Background: an optimization exercise with open tools, aiming at small area, a short achievable clock period and few clock cycles per item. Do not read the settings as production practice. At most, simulation tests tie the RTL to the original design; equivalence was not proved. Power figures rest on the tool's default switching activity, not on a simulated workload.

Setup of main:
## pp_reduction_sequencer
module pp_reduction_sequencer #(
    parameter int WIDTH  = 128,
    parameter int MAX_PP = 16,
    parameter int CNT_W  = 5
) (
    input  logic             clk,
    input  logic             rst,
    input  logic             start,
    input  logic [CNT_W-1:0] pp_count,
    output logic             busy,
    output logic             err,
    input  logic             in_valid,
    output logic             in_ready,
    input  logic [WIDTH-1:0] in_pp0,
    input  logic [WIDTH-1:0] in_pp1,
    output logic             out_valid,
    input  logic             out_ready,
    output logic [WIDTH-1:0] out_result
);
==> module pp_reduction_sequencer, before the edit <==
module pp_reduction_sequencer #(
    parameter int WIDTH  = 128,
    parameter int MAX_PP = 16,
    parameter int CNT_W  = 5
) (
    input  logic             clk,
    input  logic             rst,
    input  logic             start,
    input  logic [CNT_W-1:0] pp_count,
    output logic             busy,
    output logic             err,
    input  logic             in_valid,
    output logic             in_ready,
    input  logic [WIDTH-1:0] in_pp0,
    input  logic [WIDTH-1:0] in_pp1,
    output logic             out_valid,
    input  logic             out_ready,
    output logic [WIDTH-1:0] out_result
);
    localparam logic [CNT_W-1:0] c_MAX_PP = CNT_W'(MAX_PP);
    localparam logic [CNT_W-1:0] c_ONE    = CNT_W'(1);
    localparam int BW = 16;
    localparam int NB = WIDTH / BW;
    localparam int NC = 8;          
    localparam int CW = WIDTH / NC;        
    logic             r_active;      
    logic [NC-1:0]    r_first;       
    logic             r_odd;
    logic [CNT_W-1:0] r_beats_left;
    logic [NC-1:0]    r_mask1;       
    logic             w_mask1_set;
    logic             r_res_valid;   
    logic             r_err;
    logic [WIDTH-1:0] r_acc;
    logic [NB-1:0]    r_cb;          
    logic [NB-1:0]    w_base_cb;
    logic [NB-1:0]    w_cb_next;
    logic [WIDTH-1:0] w_acc_next;
    logic [WIDTH-1:0] w_carries;
    logic             w_count_ok;
    logic [CNT_W-1:0] w_beats_init;
    logic             w_last_beat;
    logic             w_beat_fire;
    logic             w_res_take;
    logic             w_start_take;
    logic [WIDTH-1:0] w_base;
    logic [WIDTH-1:0] w_lane0;
    logic [WIDTH-1:0] w_lane1;
    logic [WIDTH-1:0] w_csa_s;
    logic [WIDTH-1:0] w_csa_c;
    assign w_count_ok   = (pp_count != '0) && (pp_count <= c_MAX_PP);
    assign w_beats_init = (pp_count >> 1) + {{(CNT_W-1){1'b0}}, pp_count[0]};
    assign w_last_beat  = (r_beats_left == c_ONE);
    assign in_ready     = r_active && !(r_res_valid && !out_ready);
    assign w_beat_fire  = in_valid && in_ready;
    assign w_res_take   = r_res_valid && out_ready;
    assign busy         = r_active && !(w_beat_fire && w_last_beat);
    assign w_start_take = start && !busy;
    for (genvar k = 0; k < NC; k++) begin : g_first
        assign w_base[k*CW +: CW] = (r_first[k] && w_beat_fire) ? '0 : r_acc[k*CW +: CW];
        always_ff @(posedge clk) begin
            if (rst) begin
                r_first[k] <= 1'b0;
            end else begin
                r_first[k] <= (w_start_take && w_count_ok) || (r_first[k] && !w_beat_fire);
            end
        end
    end
    assign w_mask1_set = (w_start_take && w_count_ok && (pp_count == c_ONE)) ||
                         (w_beat_fire && r_odd && (r_beats_left == CNT_W'(2)));
    for (genvar k = 0; k < NC; k++) begin : g_mask1
        assign w_lane0[k*CW +: CW] = w_beat_fire ? in_pp0[k*CW +: CW] : '0;
        assign w_lane1[k*CW +: CW] = (w_beat_fire && !r_mask1[k]) ? in_pp1[k*CW +: CW] : '0;
        always_ff @(posedge clk) begin
            if (rst) begin
                r_mask1[k] <= 1'b0;
            end else begin
                r_mask1[k] <= w_mask1_set || (r_mask1[k] && !w_beat_fire);
            end
        end
    end
    assign w_csa_s = w_base ^ w_lane0 ^ w_lane1;
    assign w_csa_c = {(w_base[WIDTH-2:0] & w_lane0[WIDTH-2:0]) |
                      (w_base[WIDTH-2:0] & w_lane1[WIDTH-2:0]) |
                      (w_lane0[WIDTH-2:0] & w_lane1[WIDTH-2:0]), 1'b0};
    for (genvar b = 0; b < NB; b++) begin : g_cbm
        assign w_base_cb[b] = (r_first[(b*BW)/CW] && w_beat_fire) ? 1'b0 : r_cb[b];
    end
    for (genvar b = 0; b < NB; b++) begin : g_blk
        logic [BW+1:0] w_t;
        pp_blk_add_sp u_add (
            .a ({1'b0, w_csa_s[b*BW +: BW], 1'b1}),
            .b ({1'b0, w_csa_c[b*BW +: BW], (b == 0) ? 1'b0 : w_base_cb[b]}),
            .y (w_t)
        );
        assign w_acc_next[b*BW +: BW] = w_t[BW:1];
        assign w_cb_next[b]           = w_t[BW+1];
    end
    always_ff @(posedge clk) begin
        r_acc <= w_acc_next;
        r_cb  <= {w_cb_next[NB-2:0], 1'b0};
    end
    for (genvar b = 0; b < NB; b++) begin : g_res
        assign w_carries[b*BW +: BW] = {{(BW-1){1'b0}}, (b == 0) ? 1'b0 : r_cb[b]};
    end
    always_ff @(posedge clk) begin
        if (rst) begin
            r_active     <= 1'b0;
            r_odd        <= 1'b0;
            r_beats_left <= '0;
            r_res_valid  <= 1'b0;
            r_err        <= 1'b0;
        end else begin
            r_err <= w_start_take && !w_count_ok;
            if (w_res_take) begin
                r_res_valid <= 1'b0;
            end
            if (w_beat_fire) begin
                    r_beats_left <= r_beats_left - c_ONE;
                if (w_last_beat) begin
                    r_active    <= 1'b0;
                    r_res_valid <= 1'b1;
                end
            end
            if (w_start_take && w_count_ok) begin
                r_active     <= 1'b1;
                r_odd        <= pp_count[0];
                r_beats_left <= w_beats_init;
            end
        end
    end
    assign err        = r_err;
    assign out_valid  = r_res_valid;
    pp_out_add_sp u_res (
        .a (r_acc),
        .b (w_carries),
        .y (out_result)
    );
endmodule
Settings: LEC_CHECK=0, CAP_MARGIN=20, CORE_MARGIN=2, CORE_UTILIZATION=40, SLEW_MARGIN=20; clock period 4.0 ns.
standard.sh (not shown) runs the stock make flow with config.mk's settings and CLKGATE_MAP_FILE= SYNTH_SCRIPT=/design/flow/synth_recipe.tcl, a recipe that flattens the netlist after the stock synthesis.
==> flow/flow/run.sh <==
#!/bin/bash
# Standard ORFS layout, except that the port buffers are plain buf_1 cells
# (resizing may still upsize them) instead of the default delay buffers.
set -euo pipefail
bash standard.sh BUFFER_PORTS_ARGS="-buffer_cell sky130_fd_sc_hd__buf_1" finish > make_finish.log 2>&1
In main the implementation completed, yet the final layout does not meet the checks, the culprit being negative setup slack.
--- input diff main..the feature branch ---
diff --git a/flow/design.v b/flow/design.v
--- a/flow/design.v
+++ b/flow/design.v
@@ -2138,5 +2138,4 @@
     logic             w_start_take;
     logic [WIDTH-1:0] w_base;
-    logic [WIDTH-1:0] w_lane0;
     logic [WIDTH-1:0] w_lane1;
     logic [WIDTH-1:0] w_csa_s;
@@ -2148,8 +2147,8 @@
     assign w_beat_fire  = in_valid && in_ready;
     assign w_res_take   = r_res_valid && out_ready;
-    assign busy         = r_active && !(w_beat_fire && w_last_beat);
+    assign busy         = r_active;
     assign w_start_take = start && !busy;
     for (genvar k = 0; k < NC; k++) begin : g_first
-        assign w_base[k*CW +: CW] = (r_first[k] && w_beat_fire) ? '0 : r_acc[k*CW +: CW];
+        assign w_base[k*CW +: CW] = r_first[k] ? '0 : r_acc[k*CW +: CW];
         always_ff @(posedge clk) begin
             if (rst) begin
@@ -2163,6 +2162,5 @@
                          (w_beat_fire && r_odd && (r_beats_left == CNT_W'(2)));
     for (genvar k = 0; k < NC; k++) begin : g_mask1
-        assign w_lane0[k*CW +: CW] = w_beat_fire ? in_pp0[k*CW +: CW] : '0;
-        assign w_lane1[k*CW +: CW] = (w_beat_fire && !r_mask1[k]) ? in_pp1[k*CW +: CW] : '0;
+        assign w_lane1[k*CW +: CW] = r_mask1[k] ? '0 : in_pp1[k*CW +: CW];
         always_ff @(posedge clk) begin
             if (rst) begin
@@ -2173,10 +2171,10 @@
         end
     end
-    assign w_csa_s = w_base ^ w_lane0 ^ w_lane1;
-    assign w_csa_c = {(w_base[WIDTH-2:0] & w_lane0[WIDTH-2:0]) |
+    assign w_csa_s = w_base ^ in_pp0 ^ w_lane1;
+    assign w_csa_c = {(w_base[WIDTH-2:0] & in_pp0[WIDTH-2:0]) |
                       (w_base[WIDTH-2:0] & w_lane1[WIDTH-2:0]) |
-                      (w_lane0[WIDTH-2:0] & w_lane1[WIDTH-2:0]), 1'b0};
+                      (in_pp0[WIDTH-2:0] & w_lane1[WIDTH-2:0]), 1'b0};
     for (genvar b = 0; b < NB; b++) begin : g_cbm
-        assign w_base_cb[b] = (r_first[(b*BW)/CW] && w_beat_fire) ? 1'b0 : r_cb[b];
+        assign w_base_cb[b] = r_first[(b*BW)/CW] ? 1'b0 : r_cb[b];
     end
     for (genvar b = 0; b < NB; b++) begin : g_blk
@@ -2191,6 +2189,8 @@
     end
     always_ff @(posedge clk) begin
-        r_acc <= w_acc_next;
-        r_cb  <= {w_cb_next[NB-2:0], 1'b0};
+        if (w_beat_fire) begin
+            r_acc <= w_acc_next;
+            r_cb  <= {w_cb_next[NB-2:0], 1'b0};
+        end
     end
     for (genvar b = 0; b < NB; b++) begin : g_res
Notes after the runs:
On die outline area, the higher figure sits with the feature branch, not main. Changes observed in the feature branch relative to main: portion of total power attributed to combinational logic decreased 10 points, clock buffer instance count of the final layout increased 6. Note that the largest net degree at the start of global routing recorded for the feature branch amounts to 1.5 times the value seen in main. In the metrics for main and the feature branch, the one carrying the higher total power of the final layout is main. Minimum setup slack in the final design for the feature branch: 200 ps up relative to main. Max multi-input gate count across main and the feature branch: main. | post-CTS repair timing setup buffer count | higher: main |. In the feature branch, the area growth from synthesis to layout came out 11 points below the value in main. Fraction of area in non-clock buffers sits lower in the feature branch than in main. The feature branch went all the way through synthesis, placement and routing and the layout is clean on timing, DRC and antenna.
Testbench counts of the feature branch, summed over its fixed seeds: cycles 10,936, items 2,000.
Function not checked in main: the RTL went through the layout flow alone.

-- separate check: timing with driven ports --
The flow's constraints put no driver on any port. The routed layouts listed below were extracted and timed again, unchanged, in two steps.
Step 1 sets driving cells, clkbuf_16 on the clock port and buf_2 on the other inputs (assumed; they add their load-dependent delay and slew).
Step 2 also shifts input and output timing later by t, the mid clock arrival at the registers, as if the neighbouring blocks saw the same clock.
Three values: ideal, step 1, step 2; two values: the first two.
| run | t (ns) | slack for setup (ns) | latest minus earliest clock arrival (ns) | worst data-port slew with drivers (ns) | cell pins on the clock port's net |
|---|---|---|---|---|---|
| main | 0.499 | -0.084 / -0.135 / -0.308 | 0.017 / 0.016 | 0.09 | 1 |
| the feature branch | 0.497 | 0.112 / 0.057 / 0.088 | 0.011 / 0.011 | 0.09 | 1 |
The setup slack of main, which loses most, moves by -0.051 ns with the drivers and by -0.224 ns with both steps.
